From an optimization exercise on the open Yosys and OpenROAD flow, aimed at small area; shortcuts taken in it are not production practice. The RTL was checked by simulation tests, not by an equivalence proof against the original design. The clock port is modelled as an ideal driver; clocking choices that lean on that would not hold on a real chip. Power figures rest on the tool's default switching activity, not on a simulated workload.

--- flow/flow/run.sh ---
#!/bin/bash
# Standard ORFS layout with these changes: the standard synthesis's
# combinational logic is remapped for area (resynth.tcl, flip-flops untouched),
# ports are buffered with buf_1, constants come from one tie cell per value,
# global placement is not timing-driven (pre_gpl.tcl removes the synthesis
# buffers first), CTS adds no dummy loads, a post-CTS step (post_cts.tcl) downsizes clock
# buffers while the flip-flop clock slew stays low and then downsizes
# non-critical gates (power recovery) and repairs slew and capacitance.
set -euo pipefail
export BUFFER_PORTS_ARGS="-buffer_cell sky130_fd_sc_hd__buf_1"
export SKIP_REPAIR_TIE_FANOUT=1
export CTS_ARGS="-sink_clustering_enable -repair_clock_nets -dont_use_dummy_load"
export POST_CTS_TCL="$PWD/flow/post_cts.tcl"
RES=$PWD/orfs/results/$FLOW_PLATFORM/tft_top/base

bash standard.sh synth > synth.log 2>&1

cp $RES/1_2_yosys.v $RES/1_2_yosys_standard.v
export RESYN_LIB=$FLOW_HOME/platforms/sky130hd/lib/sky130_fd_sc_hd__tt_025C_1v80.lib
export RESYN_DONT_USE="$(make -s -C $FLOW_HOME DESIGN_CONFIG=$PWD/config.mk WORK_HOME=$PWD/orfs print-DONT_USE_CELLS | sed -n 's/^DONT_USE_CELLS: //p')"
export RESYN_IN=$RES/1_2_yosys_standard.v
export RESYN_OUT=$RES/1_2_yosys.v
export RESYN_TOP=$FLOW_TOP
export RESYN_ABC=$PWD/flow/resynth.abc
YOSYS=$(command -v yosys || echo $FLOW_HOME/../tools/install/yosys/bin/yosys)
$YOSYS -c flow/resynth.tcl > resynth.log 2>&1
rm -f $RES/1_synth.odb $RES/1_synth.sdc

bash standard.sh "BUFFER_PORTS_ARGS=$BUFFER_PORTS_ARGS" \
	"SKIP_REPAIR_TIE_FANOUT=$SKIP_REPAIR_TIE_FANOUT" \
	"CTS_ARGS=$CTS_ARGS" \
	"POST_CTS_TCL=$POST_CTS_TCL" \
	"PRE_GLOBAL_PLACE_TCL=$PWD/flow/pre_gpl.tcl" \
	finish > layout.log 2>&1
--- flow/flow/post_cts.tcl ---
# Downsize clock buffers where the flip-flop clock pins keep a slew below
# slew_limit (in the library's time unit, ns) by the placement estimate.
set slew_limit 0.120
set sizes {sky130_fd_sc_hd__clkbuf_2 sky130_fd_sc_hd__clkbuf_4}
set block [ord::get_db_block]

proc clock_sink_slew {} {
  set worst 0.0
  foreach pin [get_pins -hierarchical */CLK] {
    set s [get_property $pin slew_max]
    if {$s > $worst} { set worst $s }
  }
  return $worst
}

estimate_parasitics -placement
set bufs {}
foreach inst [$block getInsts] {
  if {[[$inst getMaster] getName] eq "sky130_fd_sc_hd__clkbuf_8"} {
    set net [[$inst findITerm X] getNet]
    if {$net ne "NULL" && [$net getSigType] eq "CLOCK"} { lappend bufs [$inst getName] }
  }
}
puts "post_cts: clock buffers $bufs, worst sink slew [clock_sink_slew]"
foreach name $bufs {
  set kept sky130_fd_sc_hd__clkbuf_8
  foreach size $sizes {
    replace_cell $name $size
    estimate_parasitics -placement
    set w [clock_sink_slew]
    if {$w <= $slew_limit} {
      set kept $size
      break
    }
  }
  if {$kept eq "sky130_fd_sc_hd__clkbuf_8"} { replace_cell $name $kept; estimate_parasitics -placement }
  puts "post_cts: $name -> $kept (worst sink slew [clock_sink_slew])"
}

# Downsize gates off the critical paths, then repair any slew or capacitance
# violation this leaves and legalize the placement again.
repair_timing -verbose -recover_power 100
estimate_parasitics -placement
repair_design -verbose -cap_margin 20 -slew_margin 20
detailed_placement
check_placement -verbose
--- flow/flow/pre_gpl.tcl ---
remove_buffers
--- flow/flow/resynth.abc ---
&get -n
&st
&dch
&nf -R 1000
&put
&get -n
&st
&dch
&nf -R 1000
&put
&get -n
&st
&dch
&nf -R 1000
&put
--- flow/flow/resynth.tcl ---
# Remap the standard synthesis's combinational logic for area. The flip-flops
# and tie cells stay exactly as the standard synthesis made them (same cells,
# same instance names); every other cell is read as its liberty function and
# mapped again by ABC with an area-oriented script.
yosys -import
set lib $::env(RESYN_LIB)
set dont_use {}
foreach c $::env(RESYN_DONT_USE) { lappend dont_use -dont_use $c }
read_liberty -ignore_miss_func -ignore_miss_dir $lib
read_verilog $::env(RESYN_IN)
hierarchy -top $::env(RESYN_TOP)
set keep {}
foreach m [split [string trim [exec grep -o {sky130_fd_sc_hd__[a-z0-9_]*} $::env(RESYN_IN)]] "\n"] {
  if {[regexp {__(df|edf|sdf|dl|conb)} $m]} { lappend keep $m }
}
blackbox {*}[lsort -unique $keep]
flatten
opt -purge
abc -liberty $lib {*}$dont_use -script $::env(RESYN_ABC)
opt_clean -purge
hilomap -singleton -hicell sky130_fd_sc_hd__conb_1 HI -locell sky130_fd_sc_hd__conb_1 LO
splitnets
opt_clean -purge
insbuf -buf sky130_fd_sc_hd__buf_4 A X
stat -liberty $lib
write_verilog -noattr -noexpr -nohex -nodec $::env(RESYN_OUT)
--- flow/standard.sh ---
#!/bin/bash
# synth_recipe.tcl (not shown) runs the flow's synth.tcl, then flattens the netlist and writes it again
# the make line also repeats each setting of config.mk as NAME=value (left out here)
make -C /OpenROAD-flow-scripts/flow DESIGN_CONFIG=/design/flow/config.mk WORK_HOME=/design/flow/orfs CLKGATE_MAP_FILE= SYNTH_SCRIPT=/design/flow/synth_recipe.tcl "${@:-finish}"
--- flow/config.mk ---
export PLATFORM = sky130hd
export DESIGN_NAME = tft_top
export DESIGN_NICKNAME = tft_top
export VERILOG_FILES = /design/flow/design.v
export SDC_FILE = /design/flow/constraint.sdc
export NUM_CORES = 4
export LEC_CHECK = 0
export CAP_MARGIN = 20
export CORE_MARGIN = 2
export CORE_UTILIZATION = 55
export GPL_TIMING_DRIVEN = 0
export SLEW_MARGIN = 20
--- flow/constraint.sdc ---
create_clock -name core_clock -period 10.0 [get_ports {clk}]
set_input_delay 2.0000 -clock core_clock [delete_from_list [all_inputs] [get_ports {clk}]]
set_output_delay 2.0000 -clock core_clock [all_outputs]
set_load 0.01 [all_outputs]
--- flow/design.v ---
package tft_pkg;
	typedef struct packed {
		logic [4:0] red;
		logic [5:0] green;
		logic [4:0] blue;
	} rgb565_t;
	typedef struct packed {
		logic [7:0] red;
		logic [7:0] green;
		logic [7:0] blue;
	} rgb888_t;
	typedef struct packed {
		logic pixel_stb;
		logic hblank;
		logic vblank;
	} tft_sync_t;
	typedef struct packed {
		rgb888_t rgb;
		logic    de;
	} tft_pixel_t;
	typedef struct packed {
		logic        req;
		logic [23:0] addr;
	} mem_req_t;
endpackage
`timescale 1ns/1ps
module tft_timing (
	input  logic               clk,
	input  logic               n_reset,
	output tft_pkg::tft_sync_t sync,
	output logic               flush,
	output logic               first,
	output logic               near_stb
);
logic [10:0] cnt;
logic [10:0] nxt;
logic [11:0] cy;      
logic [2:0]  div;
logic [2:0]  line;
assign div  = cnt[2:0];
assign line = cnt[10:8];
always_comb begin
	cy[0] = 1'b1;
	for (int i = 0; i < 11; i++) begin
		nxt[i]    = cnt[i] ^ cy[i];
		cy[i + 1] = cnt[i] & cy[i];
	end
end
always_ff @(posedge clk, negedge n_reset) begin
	if (!n_reset)
		cnt <= '0;
	else
		cnt <= {nxt[10:7], nxt[6:5] | {2{~nxt[7]}}, nxt[4:0]};
end
assign sync     = {div == 3'd0 & (cnt[7] | cnt[6]), ~cnt[7], ~line[2] & ~line[1]};
assign flush    = line == 3'd0;
assign first    = div == 3'd1;
assign near_stb = div == 3'd0 | div[2] & (div[1] | div[0]);
endmodule
`timescale 1ns/1ps
module tft_fetch (
	input  logic                clk,
	input  logic                n_reset,
	input  tft_pkg::tft_sync_t  sync,
	input  logic                flush,
	input  logic                first,
	input  logic                near_stb,
	output tft_pkg::mem_req_t   mem,
	input  logic                rdy,
	input  logic                ifrdy,
	input  tft_pkg::rgb565_t    data,
	output tft_pkg::tft_pixel_t pixel,
	output logic                underrun
);
logic        req;
logic        accept;
logic        keep;
logic        pop;
logic        avail;
logic        shift;
logic        pending;  
logic [2:0]  beat;     
logic [6:0]  kept;     
logic [2:0]  rp;       
logic [2:0]  rp_inc;
logic [6:0]  kept_inc;
logic [7:0]  kc;
logic        show;     
logic        de;
logic [15:0] store [4];
logic [15:0] shown;
function automatic logic [2:0] step3(input logic [2:0] v, input logic en);
	step3 = {v[2] ^ (v[1] & v[0] & en), v[1] ^ (v[0] & en), v[0] ^ en};
endfunction
always_comb begin
	kc[0] = keep;
	for (int i = 0; i < 7; i++) begin
		kept_inc[i] = kept[i] ^ kc[i];
		kc[i + 1]   = kept[i] & kc[i];
	end
end
assign rp_inc = rp + 1'b1;
assign accept = req & rdy;
assign keep   = ifrdy & ~beat[2] & ~(beat[1] & beat[0]) & ~flush;
assign pop    = sync.pixel_stb & ~sync.hblank & ~sync.vblank;
assign avail  = (kept[2:0] != rp) | keep;
assign shift  = pop & avail;
assign req = ~flush & ~pending &
	(kept[2:0] == rp | kept[2:0] == rp_inc & (~show | near_stb));
always_ff @(posedge clk, negedge n_reset) begin
	if (!n_reset) begin
		de   <= 1'b0;
		show <= 1'b0;
	end else begin
		de <= ~sync.hblank & ~sync.vblank;
		if (sync.pixel_stb)
			show <= shift;
	end
end
always_ff @(posedge clk) begin
	if (flush) begin
		pending <= 1'b0;
		beat    <= '0;
		kept    <= '0;
		rp      <= '0;
	end else begin
		if (accept)
			pending <= 1'b1;
		else if (keep & beat[1])
			pending <= 1'b0;
		beat <= step3(beat, ifrdy);
		kept <= kept_inc;
		rp   <= step3(rp, shift);
	end
end
always_ff @(posedge clk) begin
	if (keep)
		store[kept[1:0]] <= data;
end
always_comb begin
	shown = '0;
	for (int i = 0; i < 4; i++)
		if (show && rp[1:0] == 2'(i + 1))
			shown = shown | store[i];
end
assign mem      = {req, 4'hf, 13'd0, kept};
assign pixel    = {shown[15:11], 3'b000, shown[10:5], 2'b00, shown[4:0], 3'b000, de};
assign underrun = de & ~show & first;
endmodule
`timescale 1ns/1ps
module tft_top (
	input  logic                clk,
	input  logic                n_reset,
	output tft_pkg::mem_req_t   mem,
	input  logic                rdy,
	input  logic                ifrdy,
	input  tft_pkg::rgb565_t    data,
	output tft_pkg::tft_pixel_t pixel,
	output tft_pkg::tft_sync_t  sync,
	output logic                underrun
);
logic flush;
logic first;
logic near_stb;
tft_timing timing_i (
	.clk      (clk),
	.n_reset  (n_reset),
	.sync     (sync),
	.flush    (flush),
	.first    (first),
	.near_stb (near_stb)
);
tft_fetch fetch_i (
	.clk      (clk),
	.n_reset  (n_reset),
	.sync     (sync),
	.flush    (flush),
	.first    (first),
	.near_stb (near_stb),
	.mem      (mem),
	.rdy      (rdy),
	.ifrdy    (ifrdy),
	.data     (data),
	.pixel    (pixel),
	.underrun (underrun)
);
endmodule
==> results of run 1 <==
==> state kept, by name (all words and copies together) (netlist names) <==
signal	flops
timing_i.cnt	11
fetch_i.pending	1
fetch_i.show	1
fetch_i.de	1
fetch_i.kept	7
fetch_i.rp	3
fetch_i.beat	3
fetch_i.store	64
==> stage by stage <==
stage	util	area, µm²	total power (W)
floorplan	-	3627	0.0004229
global placement	0.5758	3656	0.0004214
detailed placement	0.5894	3742	0.0004216
global route	0.5945	3775	0.0005862
finish	0.5945	3775	0.0005658
==> layout make-up <==
class                   instances  area [µm²]
fillers                       529        2575
flip-flops and latches         91        2527
inverters                       4       15.01
well taps                      77       96.34
multi-input cells             140       849.6
repair buffers                 54       202.7
clock buffers                   9       83.83
==> worst max-delay path, stage by stage, from the launching register on <==
cell     delay [ns]
dfxtp_1        0.48
and2_1         0.73
xor2_1         0.15
o21ba_1        0.21
nor3_1         0.20
buf_1          0.18
==> how the worst min path moves through the flow <==
stage                                             to  slack, ns  depth (start not counted)                  startpoint
after detailed placement  fetch_i.kept[6]$_SDFF_PP0_       0.48                          1  fetch_i.kept[6]$_SDFF_PP0_
after global routing      fetch_i.kept[6]$_SDFF_PP0_       0.52                          1  fetch_i.kept[6]$_SDFF_PP0_
after global placement    fetch_i.kept[4]$_SDFF_PP0_       0.47                          1  fetch_i.kept[4]$_SDFF_PP0_
final                     fetch_i.kept[6]$_SDFF_PP0_       0.49                          1  fetch_i.kept[6]$_SDFF_PP0_
after floorplan           fetch_i.kept[4]$_SDFF_PP0_       0.45                          1  fetch_i.kept[4]$_SDFF_PP0_
==> power groups by stage <==
stage               clock network, W  logic [W]  registers (W)
floorplan                          0  0.0000115       0.000411
global placement                   0  0.0000102       0.000411
detailed placement                 0  0.0000104       0.000411
global route                0.000172  0.0000119       0.000403
finish                      0.000153  0.0000104       0.000403
==> cell usage in the layout (no fill, tap or decap) <==
master     n
a21oi_1   29
a22oi_1   32
a31oi_1    1
a32o_1     1
and2_0     1
and2_1     1
and3_1     5
and4_1     1
buf_1     47
clkbuf_1   7
clkbuf_2   1
clkbuf_4   5
clkbuf_8   3
clkinv_1   4
conb_1     2
dfrtp_1   13
dfxtp_1   14
edfxtp_1  64
mux2i_1    1
nand2_1    9
nand2b_1   1
nand3_1    3
nand4_1    1
nor2_1    12
nor2_2     1
nor2b_1    1
nor2b_2    2
nor3_1     9
nor3_2     1
nor4_1     1
o21a_1     2
o21ai_0    9
o21ba_1    1
o21bai_1   1
o221ai_1   1
or3_1      1
xnor2_1    5
xor2_1     5
==> metal layers <==
| metal | up-vias | global-route usage | part of all wire |
|---|---|---|---|
| met2 | 54 | 0.3089 | 0.49 |
| met3 | 10 | 0.03502 | 0.054 |
| met4 | 0 | 0.08514 | 0.017 |
| met1 | 989 | 0.2520 | 0.44 |
| li1 | 1040 | - | - |
| met5 | - | 0 | 0 |
==> results.yml, run 1 <==
timing:
  hold_ws_ns: 0.4940
  period_needed_ns: 4.449
  hold_viol: 0
  rsz0062_at_grt: "no"
  tns_ns: 0
  post-route-period-util: 0.4449
  tightest_slew_ns: 1.062
  setup_viol: 0
  skew_ns: 0.03640
  max_freq_ghz: 0.2248
  slew_viol_final: 0
  worst_slack_ns: 5.551
  timing.slew.headroom: 0.2868
drt:
  vias: 2093
  ant_nets: 0
  wl_um: 6337
  wire_per_inst_um: 16.90
  remaining_drc_errors: 0
  viasPerCell: 5.581
  drt_first_pass_iters: 4
  drt_iter0_markers: 130
worst_setup_path:
  crit_path_max_fanout: 18
  crit_start: "fetch_i.rp[1]$_SDFF_PP0_"
  cp-end-kind: "output port"
  r2r_cells: 6
  cp.arrival_ns: 2.45
  critical_path_class: "reg2out"
  regToRegStartpoint: "timing_i.cnt[9]$_DFF_PN0_"
  cp-start-kind: "flop"
  r2r_end: "fetch_i.store[3][4]$_DFFE_PP_"
  reg2reg_slack_ns: 7.25
  cp-endpoint: "mem[24]"
  required_ns: 8.00
status:
  status: "complete, no violations"
synth:
  netlist_area_um2: 3627
  syn_area_per_cell_um2: 13.53
  syn_nets: 288
  synthCells: 268
  yosys_warnings: 2
power:
  p_leak_nw: 1.257
  p_seq_frac: 0.712
  ir_drop_v: 0.00007449
  combPwrFrac: 0.018
  power_frac_clock: 0.270
  p_sw_frac: 0.1935
  switchingPower_w: 0.0001095
  power.internal_w: 0.0004563
  p_per_area_nw_per_um2: 149.9
floorplanning:
  start_util: 0.5712
  rows: 29
  die_y_um: 85.21
  die_width_um: 85.21
  io_pins: 74
  fp.coreArea_um2: 6350
  die_area_um2: 7261
global_routing:
  first_global_vias: 2157
  antenna_found_initial: 0
  grt_max_degree: 22
  grt_overflow_total: 0
  grtUsageTotal: 0.1903
  grt_pass1_wl_um: 10480
place:
  globalplace.congestion: 0.7127
  dp_cells: 366
  hpwl_um: 4074
  portBuffers: 48
  pre_cts_slack_ns: 6.094
job:
  drv_cap: 0
finish:
  drive_gt1_frac: 0.04362
  antenna_cells: 0
  syn_to_final_growth_pct: 4.070
  final_cells: 375
  nets: 320
min_path:
  hold_class: "reg2reg"
clock_network:
  clock_latency_ns: 0.49
  clk_pin_slew_ns: 0.11
  tritoncts: "done"
  clock-sinks: 91
==> run 2, diff against run 1 <==
--- a/flow/config.mk
+++ b/flow/config.mk
@@ -9,3 +9,3 @@
 export CORE_MARGIN = 2
-export CORE_UTILIZATION = 55
+export CORE_UTILIZATION = 40
 export GPL_TIMING_DRIVEN = 0
==> run 2 against run 1 <==
  * Still clean on timing, DRC and antenna
  * Combinational power is essentially flat
  * Wire length grew 5.3%
  * Register-to-register slack gained 0.07 ns
  * Clock skew shrank 0.0029 ns
  * Clock power shrank 4%
==> results.yml, run 2 <==
worst_setup_path:
  crit_start: "fetch_i.rp[0]$_SDFF_PP0_"
  r2r_end: "fetch_i.store[3][10]$_DFFE_PP_"
  regToRegStartpoint: "fetch_i.beat[0]$_SDFF_PP0_"
  critical_path_class: "reg2out"
  required_ns: 8.00
  cp.arrival_ns: 2.42
  crit_path_max_fanout: 18
  crit_chain: "and2_1 -> xor2_1 -> o21ba_1 -> nor3_1 -> buf_1"
  cpLargestDelayFamily: "simple AND/OR/NAND/NOR gates"
  max_stage_delay_ns: 0.71
  r2r_cells: 6
  critPathSlowestCell: "and2_1"
  cp-endpoint: "mem[24]"
  reg2reg_slack_ns: 7.32
  cp-start-kind: "flop"
  path_buf_inv: 1
  cp.depth: 5
  cp-end-kind: "output port"
floorplanning:
  fp.coreArea_um2: 8763
  io_pins: 74
  die_y_um: 99.23
  die_width_um: 99.23
  start_util: 0.4139
  die_area_um2: 9846
  rows: 34
clock_network:
  clock-sinks: 91
  clock_latency_ns: 0.48
  tritoncts: "done"
  clk_pin_slew_ns: 0.11
drt:
  vias: 2119
  viasPerCell: 5.245
  drt_iter0_markers: 93
  wl_um: 6676
  ant_nets: 0
  drt_first_pass_iters: 4
  wire_per_inst_um: 16.52
  remaining_drc_errors: 0
min_path:
  hold_start: "fetch_i.rp[2]$_SDFF_PP0_"
  hold_class: "reg2reg"
timing:
  setup_viol: 0
  slew_viol_final: 0
  timing.slew.headroom: 0.4009
  rsz0062_at_grt: "no"
  post-route-period-util: 0.4423
  tightest_slew_ns: 0.8953
  hold_viol: 0
  worst_slack_ns: 5.577
  max_freq_ghz: 0.2261
  tns_ns: 0
  period_needed_ns: 4.423
  skew_ns: 0.03350
finish:
  ff_latch_area_um2: 2527
  final_common_cell: "edfxtp_1"
  nets: 318
  largest_reg_flops: 64
  syn_to_final_growth_pct: 4.898
  multiInputGateArea_um2: 854.6
  fillers: 859
  utilization: 0.4342
  drive_gt1_frac: 0.04730
  final_cell_mix: "64 x edfxtp_1, 47 x buf_1, 32 x a22oi_1"
  antenna_cells: 0
power:
  p_per_area_nw_per_um2: 147.2
  ir_drop_v: 0.00006148
  total_power_w: 0.0005601
  p_leak_nw: 1.252
synth:
  netlist_area_um2: 3627
  yosys_warnings: 2
  synthCells: 268
  syn_area_per_cell_um2: 13.53
  syn_nets: 288
place:
  hpwl_um: 4356
  globalplace.congestion: 0.8097
  portBuffers: 48
  pre_cts_slack_ns: 5.955
global_routing:
  grt_overflow_total: 0
  antenna_found_initial: 0
  first_global_vias: 2051
  grt_max_degree: 22
  grtUsageTotal: 0.1436
  grt_pass1_wl_um: 10660
job:
  drv_cap: 0
status:
  status: "complete, no violations"
==> run 2: power breakdown <==
part,switching (W),total (W),internal (W)
sequential,0,0.000403,0.000403
clock,0.0000990,0.000147,0.0000478
combinational,0.00000889,0.0000106,0.00000172
==> run 2: worst min-delay path by stage <==
stage	to	slack [ns]	cells after the start
floorplan	fetch_i.kept[4]$_SDFF_PP0_	0.45	1
finish	fetch_i.rp[2]$_SDFF_PP0_	0.49	1
detailed placement	fetch_i.kept[4]$_SDFF_PP0_	0.48	1
global placement	fetch_i.rp[2]$_SDFF_PP0_	0.47	1
global route	fetch_i.rp[2]$_SDFF_PP0_	0.51	1
==> run 2: routing by layer <==
metal	share of wire	vias to the layer above	routed length, µm	GRT usage
met5	0	-	0	0
met1	0.45	1015	3015	0.1909
li1	-	1037	-	-
met4	0.010	0	68	0.04426
met3	0.063	6	423	0.04989
met2	0.47	61	3169	0.2235
==> run 2: cell type report <==
| cell class | instances | area share |
|---|---|---|
| inverter | 4 | 0.003946 |
| timing repair buffer | 52 | 0.05130 |
| tap | 108 | 0.03551 |
| sequential | 91 | 0.6643 |
| multi-input combinational | 140 | 0.2246 |
| clock buffer | 9 | 0.02039 |
==> run 2: through the flow <==
step | cell area (µm²) | hold slack (ns) | cells
after floorplan | 3627 | 0.4519 | 268
final | 3805 | 0.4923 | 404
after detailed placement | 3759 | 0.4771 | 395
after global routing | 3805 | 0.5087 | 404
after global placement | 3695 | 0.4676 | 391
==> run 2: worst register-to-register path, cell delays in order (launching register included) <==
cell,delay [ns]
dfxtp_1,0.37
a21oi_1,0.20
nand2_1,0.11
nor2_1,0.22
nand2_1,0.11
nor2_1,0.69
clkbuf_1,0.59
==> run 3, diff against run 2 <==
==> flow/flow/resynth.abc (replaced) <==
&get -n
&st
&dch
&nf -R 1000
&put
&get -n
&st
&deepsyn -J 1000 -S 1
&dch
&nf -R 1000
&put
==> run 3 against run 2 <==
  * Still clean
  * Wire length is 0.48% higher
  * Sequential power hardly changed
  * Die area is 0.85% lower
  * Register-to-register slack worse by 0.10 ns
  * Clock power hardly changed
  * Non-clock buffer count is 2 higher
  * Critical endpoint unchanged
  * Largest cell class unchanged
  * Highest routed layer unchanged
==> results.yml, run 3 <==
timing:
  worst_slack_ns: 5.601
  post-route-period-util: 0.4399
  rsz0062_at_grt: "no"
  period_needed_ns: 4.399
  tightest_slew_ns: 0.8040
  skew_ns: 0.01887
  hold_viol: 0
  setup_viol: 0
  max_freq_ghz: 0.2273
  tns_ns: 0
  timing.slew.headroom: 0.4599
  slew_viol_final: 0
finish:
  largest_reg_flops: 64
  finalInstanceArea_um2: 3762
  nets: 319
  final_cell_mix: "64 x edfxtp_1, 47 x buf_1, 32 x nor2_1"
  fillers: 826
  syn_to_final_growth_pct: 4.664
  antenna_cells: 0
  final_common_cell: "edfxtp_1"
  drive_gt1_frac: 0.03030
place:
  globalplace.congestion: 0.6848
  dpl_cell_area_um2: 3740
  portBuffers: 48
  hpwl_um: 4395
  pre_cts_slack_ns: 5.646
clock_network:
  clock_latency_ns: 0.49
  tritoncts: "done"
  clk_pin_slew_ns: 0.10
  clock-sinks: 91
drt:
  wl_um: 6708
  drt_iter0_markers: 100
  top_layer: "met4"
  viasPerCell: 5.210
  vias: 2110
  drt_first_pass_iters: 4
  wl_met3_um: 339
  wire_per_inst_um: 16.56
  remaining_drc_errors: 0
  m1WireLength_um: 3072
  met2_length_um: 3236
  ant_nets: 0
worst_setup_path:
  crit_chain: "or3_1 -> and3_1 -> a2111oi_0 -> buf_1"
  cp.arrival_ns: 2.40
  required_ns: 8.00
  cp-start-kind: "flop"
  critPathSlowestCell: "a2111oi_0"
  cpLargestDelayFamily: "compound AO/OA/AOI/OAI gates"
  path_buf_inv: 1
  crit_path_max_fanout: 5
  cp-end-kind: "output port"
  crit_start: "timing_i.cnt[1]$_DFF_PN0_"
  max_stage_delay_ns: 0.64
  critical_path_class: "reg2out"
  regToRegStartpoint: "fetch_i.beat[0]$_SDFF_PP0_"
floorplanning:
  die_width_um: 98.80
  io_pins: 74
  die_area_um2: 9761
  fp.coreArea_um2: 8721
  die_y_um: 98.80
  rows: 34
  start_util: 0.4122
synth:
  syn_nets: 287
  yosys_warnings: 2
  netlist_area_um2: 3595
  syn_area_per_cell_um2: 13.46
  synthCells: 267
power:
  switchingPower_w: 0.0001100
  power.internal_w: 0.0004524
  p_per_area_nw_per_um2: 149.5
  power_frac_clock: 0.264
  combPwrFrac: 0.020
  p_leak_nw: 1.261
  p_seq_frac: 0.716
  ir_drop_v: 0.00006642
  p_sw_frac: 0.1956
min_path:
  hold_start: "fetch_i.beat[2]$_SDFF_PP0_"
  hold_class: "reg2reg"
global_routing:
  grt_pass1_wl_um: 10670
  antenna_found_initial: 0
  grt_overflow_total: 0
  grtUsageTotal: 0.1434
  grt_max_degree: 22
  first_global_vias: 2099
status:
  status: "complete, no violations"
job:
  drv_cap: 0
[run 3: cell type report]
| class | count | area (µm²) | area share |
|---|---|---|---|
| multi-input cells | 139 | 804.5 | 0.2138 |
| clock buffers | 9 | 77.57 | 0.02062 |
| inverters | 4 | 15.01 | 0.003991 |
| repair buffers | 54 | 202.7 | 0.05387 |
| flip-flops and latches | 91 | 2527 | 0.6718 |
| well taps | 108 | 135.1 | 0.03592 |
[run 3: power by group through the flow]
stage | clock network, W | registers, W | logic (W)
finish | 0.000149 | 0.000403 | 0.0000111
global route | 0.000167 | 0.000403 | 0.0000129
detailed placement | 0 | 0.000411 | 0.0000112
global placement | 0 | 0.000411 | 0.0000108
floorplan | 0 | 0.000411 | 0.0000120
[run 3: metal layers]
metal | GRT usage | vias up
met3 | 0.05035 | 8
met4 | 0.02845 | 0
met1 | 0.1885 | 1013
met2 | 0.2328 | 56
met5 | 0 | -
li1 | - | 1033
[run 3: path summary, 6_finish.rpt]
check | slack (ns) | cells past startpoint | endpoint
hold reg to reg | 0.46 | 1 | fetch_i.beat[2]$_SDFF_PP0_
setup / recovery | 5.60 | 4 | mem[24]
setup reg to reg | 7.22 | 7 | fetch_i.store[0][6]$_DFFE_PP_
min in group asynchronous | 1.51 | 1 | timing_i.cnt[7]$_DFF_PN0_
max in group asynchronous | 8.06 | 1 | timing_i.cnt[1]$_DFF_PN0_
hold / removal | 0.46 | 1 | fetch_i.beat[2]$_SDFF_PP0_
[run 3: per-stage QoR]
stage                     instances  total power, W  utilization  hold slack, ns
final                           405       0.0005624       0.4314          0.4577
after detailed placement        396       0.0004224       0.4288          0.4399
after floorplan                 267       0.0004234            -          0.4237
after global placement          390       0.0004220       0.4199          0.4378
after global routing            405       0.0005828       0.4314          0.4959
==> run 4, diff against run 3 <==
--- a/flow/flow/post_cts.tcl
+++ b/flow/flow/post_cts.tcl
@@ -43,3 +43,3 @@
 estimate_parasitics -placement
-repair_design -verbose -cap_margin 20 -slew_margin 20
+repair_design -verbose -cap_margin 8 -slew_margin 8
 detailed_placement
--- a/flow/config.mk
+++ b/flow/config.mk
@@ -7,3 +7,3 @@
 export LEC_CHECK = 0
-export CAP_MARGIN = 20
+export CAP_MARGIN = 8
 export CORE_MARGIN = 2
@@ -11,2 +11,2 @@
 export GPL_TIMING_DRIVEN = 0
-export SLEW_MARGIN = 20
+export SLEW_MARGIN = 8
==> run 4 against run 3 <==
  * Wire length up 0.45%
  * Largest power group unchanged
  * Clock-buffer cell count unchanged
  * Fmax down 2.8%
  * Critical endpoint is now pixel[5]
==> results.yml, run 4 <==
place:
  hpwl_um: 4404
  globalplace.congestion: 0.6848
  portBuffers: 48
  pre_cts_slack_ns: 5.635
worst_setup_path:
  crit_path_max_fanout: 16
  required_ns: 8.00
  r2r_cells: 7
  cp.arrival_ns: 2.53
  path_buf_inv: 1
  max_stage_delay_ns: 0.94
  critPathSlowestCell: "or2_0"
  cp-end-kind: "output port"
  cpLargestDelayFamily: "simple AND/OR/NAND/NOR gates"
  cp-start-kind: "flop"
  crit_chain: "or2_0 -> o221ai_1 -> nor2_1 -> buf_1"
  reg2reg_slack_ns: 7.21
  regToRegStartpoint: "fetch_i.beat[0]$_SDFF_PP0_"
  critical_path_class: "reg2out"
  r2r_end: "fetch_i.store[0][6]$_DFFE_PP_"
floorplanning:
  die_width_um: 98.80
  rows: 34
  fp.coreArea_um2: 8721
  io_pins: 74
  die_y_um: 98.80
  die_area_um2: 9761
  start_util: 0.4122
global_routing:
  grt_pass1_wl_um: 10760
  grt_overflow_total: 0
  use_met1: 0.1846
  grt_use_met3: 0.05248
  antenna_found_initial: 0
  busiest_layer: "met2"
  grtUsageTotal: 0.1449
  first_global_vias: 2092
  gr-usage-met2: 0.2344
  grt_max_degree: 22
finish:
  syn_to_final_growth_pct: 4.664
  final_common_cell: "edfxtp_1"
  drive_gt1_frac: 0.03030
  antenna_cells: 0
  final_cell_mix: "64 x edfxtp_1, 47 x buf_1, 32 x nor2_1"
  utilization: 0.4314
  nets: 319
  largest_reg_flops: 64
min_path:
  hold_class: "reg2reg"
  hold_start: "fetch_i.beat[2]$_SDFF_PP0_"
  hold_end: "fetch_i.beat[2]$_SDFF_PP0_"
  holdPathStages: 1
synth:
  netlist_area_um2: 3595
  synthCells: 267
  yosys_warnings: 2
  syn_nets: 287
  syn_area_per_cell_um2: 13.46
drt:
  wire_per_inst_um: 16.64
  viasPerCell: 5.227
  ant_nets: 0
  vias: 2117
  drt_iter0_markers: 103
  drt_first_pass_iters: 5
  remaining_drc_errors: 0
  wl_um: 6738
timing:
  post-route-period-util: 0.4526
  hold_ws_ns: 0.4599
  hold_viol: 0
  period_needed_ns: 4.526
  tightest_slew_ns: 1.193
  max_freq_ghz: 0.2209
  worst_slack_ns: 5.474
  skew_ns: 0.01751
  tns_ns: 0
  setup_viol: 0
  slew_viol_final: 0
  rsz0062_at_grt: "no"
  timing.slew.headroom: 0.2049
power:
  total_power_w: 0.0005635
  p_per_area_nw_per_um2: 149.8
  ir_drop_v: 0.00006813
  p_leak_nw: 1.259
job:
  drv_cap: 0
clock_network:
  clock-sinks: 91
  clk_pin_slew_ns: 0.11
  tritoncts: "done"
  clock_latency_ns: 0.49
status:
  status: "complete, no violations"
## run 4: changes by cell type in the layout (fill, tap and decap cells not counted)
cell,before,now
or2_0,0,1
or2_1,1,0
## run 4: layout make-up
class / instances / area, µm²
clock buffers: 9 / 77.57
multi-input cells: 139 / 804.5
repair buffers: 54 / 202.7
flip-flops and latches: 91 / 2527
inverters: 4 / 15.01
fillers: 830 / 4959
well taps: 108 / 135.1
## run 4: routing by layer
metal	vias to the layer above	part of all wire
met4	0	0.0077
met3	7	0.055
li1	1035	-
met1	1025	0.44
met5	-	0
met2	50	0.49
## run 4: worst max-delay path by stage
stage               slack (ns)  cells after the start                        endpoint                     start
floorplan                 5.61                      4   fetch_i.store[0][0]$_DFFE_PP_                     ifrdy
finish                    5.47                      4                        pixel[5]  fetch_i.rp[0]$_SDFF_PP0_
detailed placement        5.64                     11      fetch_i.kept[6]$_SDFF_PP0_                     ifrdy
global route              5.19                      4                        pixel[5]  fetch_i.rp[0]$_SDFF_PP0_
global placement          4.32                      5  fetch_i.store[0][13]$_DFFE_PP_                     ifrdy
## run 4: power by group
part	switching [W]	internal, W
clock network	0.000102	0.0000477
registers	0	0.000403
logic	0.00000914	0.00000197
## run 4: through the flow
| stage | std cells | cell area (µm²) |
|---|---|---|
| 2_1_floorplan | 267 | 3595 |
| 3_3_place_gp | 390 | 3662 |
| 3_5_place_dp | 396 | 3744 |
| 5_1_grt | 405 | 3762 |
| 6_report | 405 | 3762 |
==> run 5, diff against run 4 <==
--- a/flow/flow/post_cts.tcl
+++ b/flow/flow/post_cts.tcl
@@ -43,3 +43,3 @@
 estimate_parasitics -placement
-repair_design -verbose -cap_margin 8 -slew_margin 8
+repair_design -verbose -cap_margin 0 -slew_margin 0
 detailed_placement
--- a/flow/config.mk
+++ b/flow/config.mk
@@ -7,3 +7,3 @@
 export LEC_CHECK = 0
-export CAP_MARGIN = 8
+export CAP_MARGIN = 0
 export CORE_MARGIN = 2
@@ -11,2 +11,2 @@
 export GPL_TIMING_DRIVEN = 0
-export SLEW_MARGIN = 8
+export SLEW_MARGIN = 0
==> run 5 against run 4 <==
  * Worst hold slack is the same
  * Synthesized cell count did not move
  * Combinational power about the same
  * Cell area unchanged
  * Setup slack stayed put
  * Critical path type unchanged
  * Global-route usage stayed put
  * Wire length did not move
  * Critical endpoint unchanged
==> results.yml, run 5 <==
worst_setup_path:
  required_ns: 8.00
  critPathSlowestCell: "or2_0"
  cp.arrival_ns: 2.53
  crit_path_max_fanout: 16
  cp-end-kind: "output port"
  cp-start-kind: "flop"
  crit_chain: "or2_0 -> o221ai_1 -> nor2_1 -> buf_1"
  max_stage_delay_ns: 0.94
  cpLargestDelayFamily: "simple AND/OR/NAND/NOR gates"
  critical_path_class: "reg2out"
  path_buf_inv: 1
place:
  globalplace.congestion: 0.6848
  portBuffers: 48
  hpwl_um: 4404
finish:
  largest_reg_flops: 64
  final_cell_mix: "64 x edfxtp_1, 47 x buf_1, 32 x nor2_1"
  syn_to_final_growth_pct: 4.664
  fillers: 830
  final_common_cell: "edfxtp_1"
  antenna_cells: 0
  nets: 319
  utilization: 0.4314
  drive_gt1_frac: 0.03030
floorplanning:
  io_pins: 74
  die_area_um2: 9761
  rows: 34
  die_y_um: 98.80
  fp.coreArea_um2: 8721
  die_width_um: 98.80
  start_util: 0.4122
power:
  p_per_area_nw_per_um2: 149.8
  p_leak_nw: 1.259
  ir_drop_v: 0.00006813
timing:
  post-route-period-util: 0.4526
  slew_viol_final: 0
  tightest_slew_ns: 1.193
  skew_ns: 0.01751
  timing.slew.headroom: 0.2049
  hold_viol: 0
  setup_viol: 0
  period_needed_ns: 4.526
  rsz0062_at_grt: "no"
  tns_ns: 0
  max_freq_ghz: 0.2209
drt:
  drt_iter0_markers: 103
  wire_per_inst_um: 16.64
  drt_first_pass_iters: 5
  vias: 2117
  viasPerCell: 5.227
  remaining_drc_errors: 0
  ant_nets: 0
  wl_um: 6738
clock_network:
  clk_pin_slew_ns: 0.11
  clock-sinks: 91
  clock_latency_ns: 0.49
  tritoncts: "done"
global_routing:
  first_global_vias: 2092
  grt_overflow_total: 0
  antenna_found_initial: 0
  grt_max_degree: 22
  grtUsageTotal: 0.1449
  grt_pass1_wl_um: 10760
synth:
  syn_area_per_cell_um2: 13.46
  yosys_warnings: 2
  syn_nets: 287
  synthCells: 267
  netlist_area_um2: 3595
status:
  status: "complete, no violations"
min_path:
  hold_class: "reg2reg"
job:
  drv_cap: 0
==> run 5: per-stage QoR <==
| stage | power (W) | setup WS (ns) | cells | area, µm² | hold WS [ns] |
|---|---|---|---|---|---|
| 3_5_place_dp | 0.0004224 | 5.635 | 396 | 3744 | 0.4420 |
| 5_1_grt | 0.0005841 | 5.192 | 405 | 3762 | 0.4948 |
| 2_1_floorplan | 0.0004234 | 5.611 | 267 | 3595 | 0.4237 |
| 6_report | 0.0005635 | 5.474 | 405 | 3762 | 0.4599 |
| 3_3_place_gp | 0.0004220 | 4.318 | 390 | 3662 | 0.4378 |
==> run 5: cell type report <==
class	instances	area, µm²	share of cell area
clock buffers	9	77.57	0.02062
inverters	4	15.01	0.003991
multi-input cells	139	804.5	0.2138
well taps	108	135.1	0.03592
flip-flops and latches	91	2527	0.6718
repair buffers	54	202.7	0.05387
==> run 5: path summary, 6_finish.rpt <==
kind	from	to	cells past startpoint	slack, ns
max	fetch_i.rp[0]$_SDFF_PP0_	pixel[5]	4	5.47
min	fetch_i.beat[2]$_SDFF_PP0_	fetch_i.beat[2]$_SDFF_PP0_	1	0.46
max reg2reg	fetch_i.beat[0]$_SDFF_PP0_	fetch_i.store[0][6]$_DFFE_PP_	7	7.21
min reg2reg	fetch_i.beat[2]$_SDFF_PP0_	fetch_i.beat[2]$_SDFF_PP0_	1	0.46
max in group asynchronous	n_reset	fetch_i.de$_DFF_PN0_	1	8.06
min in group asynchronous	n_reset	timing_i.cnt[1]$_DFF_PN0_	1	1.49
==> run 5: power breakdown <==
group / leakage (nW) / internal (W) / total [W] / switching, W
clock network: 0.0461 / 0.0000477 / 0.000150 / 0.000102
registers: 0.855 / 0.000403 / 0.000403 / 0
logic: 0.358 / 0.00000197 / 0.0000111 / 0.00000914
==> run 5: metal layers <==
metal / GRT usage / wire length, µm / vias to the layer above
met5: 0 / 0 / -
met2: 0.2344 / 3325 / 50
li1: - / - / 1035
met4: 0.04110 / 52 / 0
met1: 0.1846 / 2987 / 1025
met3: 0.05248 / 373 / 7
==> run 6, diff against run 5 <==
--- a/flow/flow/run.sh
+++ b/flow/flow/run.sh
@@ -33,2 +33,3 @@
 	"PRE_GLOBAL_PLACE_TCL=$PWD/flow/pre_gpl.tcl" \
+	"POST_FLOORPLAN_TCL=$PWD/flow/post_fp.tcl" \
 	finish > layout.log 2>&1
--- a/flow/flow/post_cts.tcl
+++ b/flow/flow/post_cts.tcl
@@ -43,3 +43,3 @@
 estimate_parasitics -placement
-repair_design -verbose -cap_margin 0 -slew_margin 0
+repair_design -verbose -cap_margin 20 -slew_margin 20
 detailed_placement
==> flow/flow/post_fp.tcl (new file) <==
# The tie cells: synthesis leaves one for the constant 1 and one for the
# constant 0. One conb cell drives both, so the second one goes.
set block [ord::get_db_block]
set hi_cells {}
set lo_cells {}
foreach inst [$block getInsts] {
  if {[[$inst getMaster] getName] ne "sky130_fd_sc_hd__conb_1"} { continue }
  set hi [[$inst findITerm HI] getNet]
  set lo [[$inst findITerm LO] getNet]
  if {$hi ne "NULL"} { lappend hi_cells $inst }
  if {$lo ne "NULL"} { lappend lo_cells $inst }
}
if {[llength $hi_cells] == 1 && [llength $lo_cells] == 1 && [lindex $hi_cells 0] ne [lindex $lo_cells 0]} {
  set keep [lindex $lo_cells 0]
  set drop [lindex $hi_cells 0]
  set net [[$drop findITerm HI] getNet]
  [$drop findITerm HI] disconnect
  [$keep findITerm HI] connect $net
  puts "post_floorplan: [$keep getName] now also drives [$net getName]; [$drop getName] removed"
  odb::dbInst_destroy $drop
}
==> flow/flow/resynth.abc (replaced) <==
&get -n
&st
&dch
&nf -R 1000
&put
&get -n
&st
&dch
&nf -R 1000
&put
&get -n
&st
&dch
&nf -R 1000
&put
--- a/flow/config.mk
+++ b/flow/config.mk
@@ -7,3 +7,3 @@
 export LEC_CHECK = 0
-export CAP_MARGIN = 0
+export CAP_MARGIN = 20
 export CORE_MARGIN = 2
@@ -11,2 +11,2 @@
 export GPL_TIMING_DRIVEN = 0
-export SLEW_MARGIN = 0
+export SLEW_MARGIN = 20
==> run 6 against run 5 <==
  * Clock power about the same
  * Fmax is 3.0% higher
  * Global-route usage is 0.12 points lower
  * Cell area grew 1.1%
  * Sequential power barely moved
  * Critical path depth increased by 1
  * Area after synthesis increased by 0.90%
  * Largest power group unchanged
==> results.yml, run 6 <==
finish:
  drive_gt1_frac: 0.04377
  ff_latch_area_um2: 2527
  final_cell_mix: "64 x edfxtp_1, 47 x buf_1, 32 x a22oi_1"
  multiInputGateArea_um2: 845.8
  utilization: 0.4340
  fillers: 827
  syn_to_final_growth_pct: 4.864
  final_common_cell: "edfxtp_1"
  finalInstanceArea_um2: 3804
  antenna_cells: 0
  largest_reg_flops: 64
  nets: 320
timing:
  worst_slack_ns: 5.604
  setup_viol: 0
  post-route-period-util: 0.4396
  period_needed_ns: 4.396
  hold_viol: 0
  slew_viol_final: 0
  skew_ns: 0.01831
  tns_ns: 0
  max_freq_ghz: 0.2275
  timing.slew.headroom: 0.3911
  rsz0062_at_grt: "no"
  tightest_slew_ns: 0.9063
place:
  globalplace.congestion: 0.7742
  pre_cts_slack_ns: 6.017
  hpwl_um: 4297
  portBuffers: 48
  dpl_cell_area_um2: 3774
status:
  status: "complete, no violations"
power:
  p_per_area_nw_per_um2: 147.5
  total_power_w: 0.0005610
  ir_drop_v: 0.00009095
  p_leak_nw: 1.251
drt:
  drt_first_pass_iters: 7
  ant_nets: 0
  drt_iter0_markers: 193
  wire_per_inst_um: 16.25
  viasPerCell: 5.232
  remaining_drc_errors: 0
  vias: 2119
  wl_um: 6583
min_path:
  hold_class: "reg2reg"
job:
  drv_cap: 0
worst_setup_path:
  cp.arrival_ns: 2.40
  critical_path_class: "reg2out"
  required_ns: 8.00
  crit_path_max_fanout: 18
  cp-end-kind: "output port"
  cp-start-kind: "flop"
  reg2reg_slack_ns: 7.44
global_routing:
  grt_max_degree: 22
  first_global_vias: 2113
  grtUsageTotal: 0.1437
  grt_pass1_wl_um: 10600
  antenna_found_initial: 0
  grt_overflow_total: 0
clock_network:
  clock_latency_ns: 0.49
  clk_pin_slew_ns: 0.09
  clock-sinks: 91
  tritoncts: "done"
floorplanning:
  die_width_um: 99.23
  rows: 34
  io_pins: 74
  fp.coreArea_um2: 8763
  die_area_um2: 9846
  start_util: 0.4139
  die_y_um: 99.23
synth:
  yosys_warnings: 2
  syn_area_per_cell_um2: 13.53
  netlist_area_um2: 3627
  syn_nets: 288
  synthCells: 268
run 6: worst paths after layout:
check,start,end,cells after the start
max,fetch_i.rp[1]$_SDFF_PP0_,mem[24],5
min,fetch_i.rp[2]$_SDFF_PP0_,fetch_i.rp[2]$_SDFF_PP0_,1
max reg2reg,timing_i.cnt[8]$_DFF_PN0_,fetch_i.store[3][4]$_DFFE_PP_,5
min reg2reg,fetch_i.rp[2]$_SDFF_PP0_,fetch_i.rp[2]$_SDFF_PP0_,1
max in group asynchronous,n_reset,timing_i.cnt[5]$_DFF_PN0_,1
min in group asynchronous,n_reset,timing_i.cnt[2]$_DFF_PN0_,1
run 6: cell type report:
cell class,count,share of cell area
multi-input combinational,139,0.2224
tap,108,0.03553
inverter,4,0.003947
sequential,91,0.6645
timing repair buffer,54,0.05329
clock buffer,9,0.02039
run 6: metrics by stage:
stage / std cells / hold slack, ns
after floorplan: 268 / 0.4519
after global placement: 390 / 0.4716
after detailed placement: 396 / 0.4734
after global routing: 405 / 0.5123
final: 405 / 0.4820
run 6: metal layers:
metal / track usage / vias up / share of wire / wire [µm]
met3: 0.04708 / 7 / 0.068 / 447
met2: 0.2360 / 72 / 0.49 / 3211
met1: 0.1777 / 1005 / 0.43 / 2845
met4: 0.05374 / 0 / 0.012 / 78
met5: 0 / - / 0 / 0
li1: - / 1035 / - / -
run 6: report_power, final:
group          total (W)  switching [W]  internal (W)
Sequential      0.000403              0      0.000403
Clock           0.000148       0.000100     0.0000477
Combinational  0.0000105     0.00000880    0.00000172
run 6: critical path, stage by stage (launching register included):
cell     delay (ns)
dfxtp_1        0.45
and2_1         0.71
xor2_1         0.15
o21ba_1        0.22
nor3_1         0.20
buf_1          0.18

==> static timing again, ports no longer ideal <==
The flow's constraints put no driver on any port. The routed layouts listed below were extracted and timed again, unchanged, in two steps.
Step 1 sets driving cells, clkbuf_16 on the clock port and buf_2 on the other inputs (assumed; they add their load-dependent delay and slew).
Step 2 also shifts input and output timing later by t, the mid clock arrival at the registers, as if the neighbouring blocks saw the same clock.
Slacks: ideal / step 1 / step 2; pairs: ideal / step 1.
| run | t (ns) | setup WS [ns] | worst register clock-pin slew, ns |
|---|---|---|---|
| run 1 | 0.500 | 5.551 / 5.524 / 5.593 | 0.11 / 0.11 |
| run 2 | 0.496 | 5.577 / 5.548 / 5.656 | 0.11 / 0.11 |
| run 3 | 0.504 | 5.601 / 5.575 / 5.426 | 0.11 / 0.11 |
| run 4 | 0.516 | 5.474 / 5.446 / 5.405 | 0.11 / 0.11 |
| run 5 | 0.516 | 5.474 / 5.446 / 5.405 | 0.11 / 0.11 |
| run 6 | 0.506 | 5.604 / 5.581 / 5.733 | 0.11 / 0.11 |
After both steps every run listed still meets setup and hold. The setup slack of run 3, which loses most, moves by -0.026 ns with the drivers and by -0.175 ns with both steps.
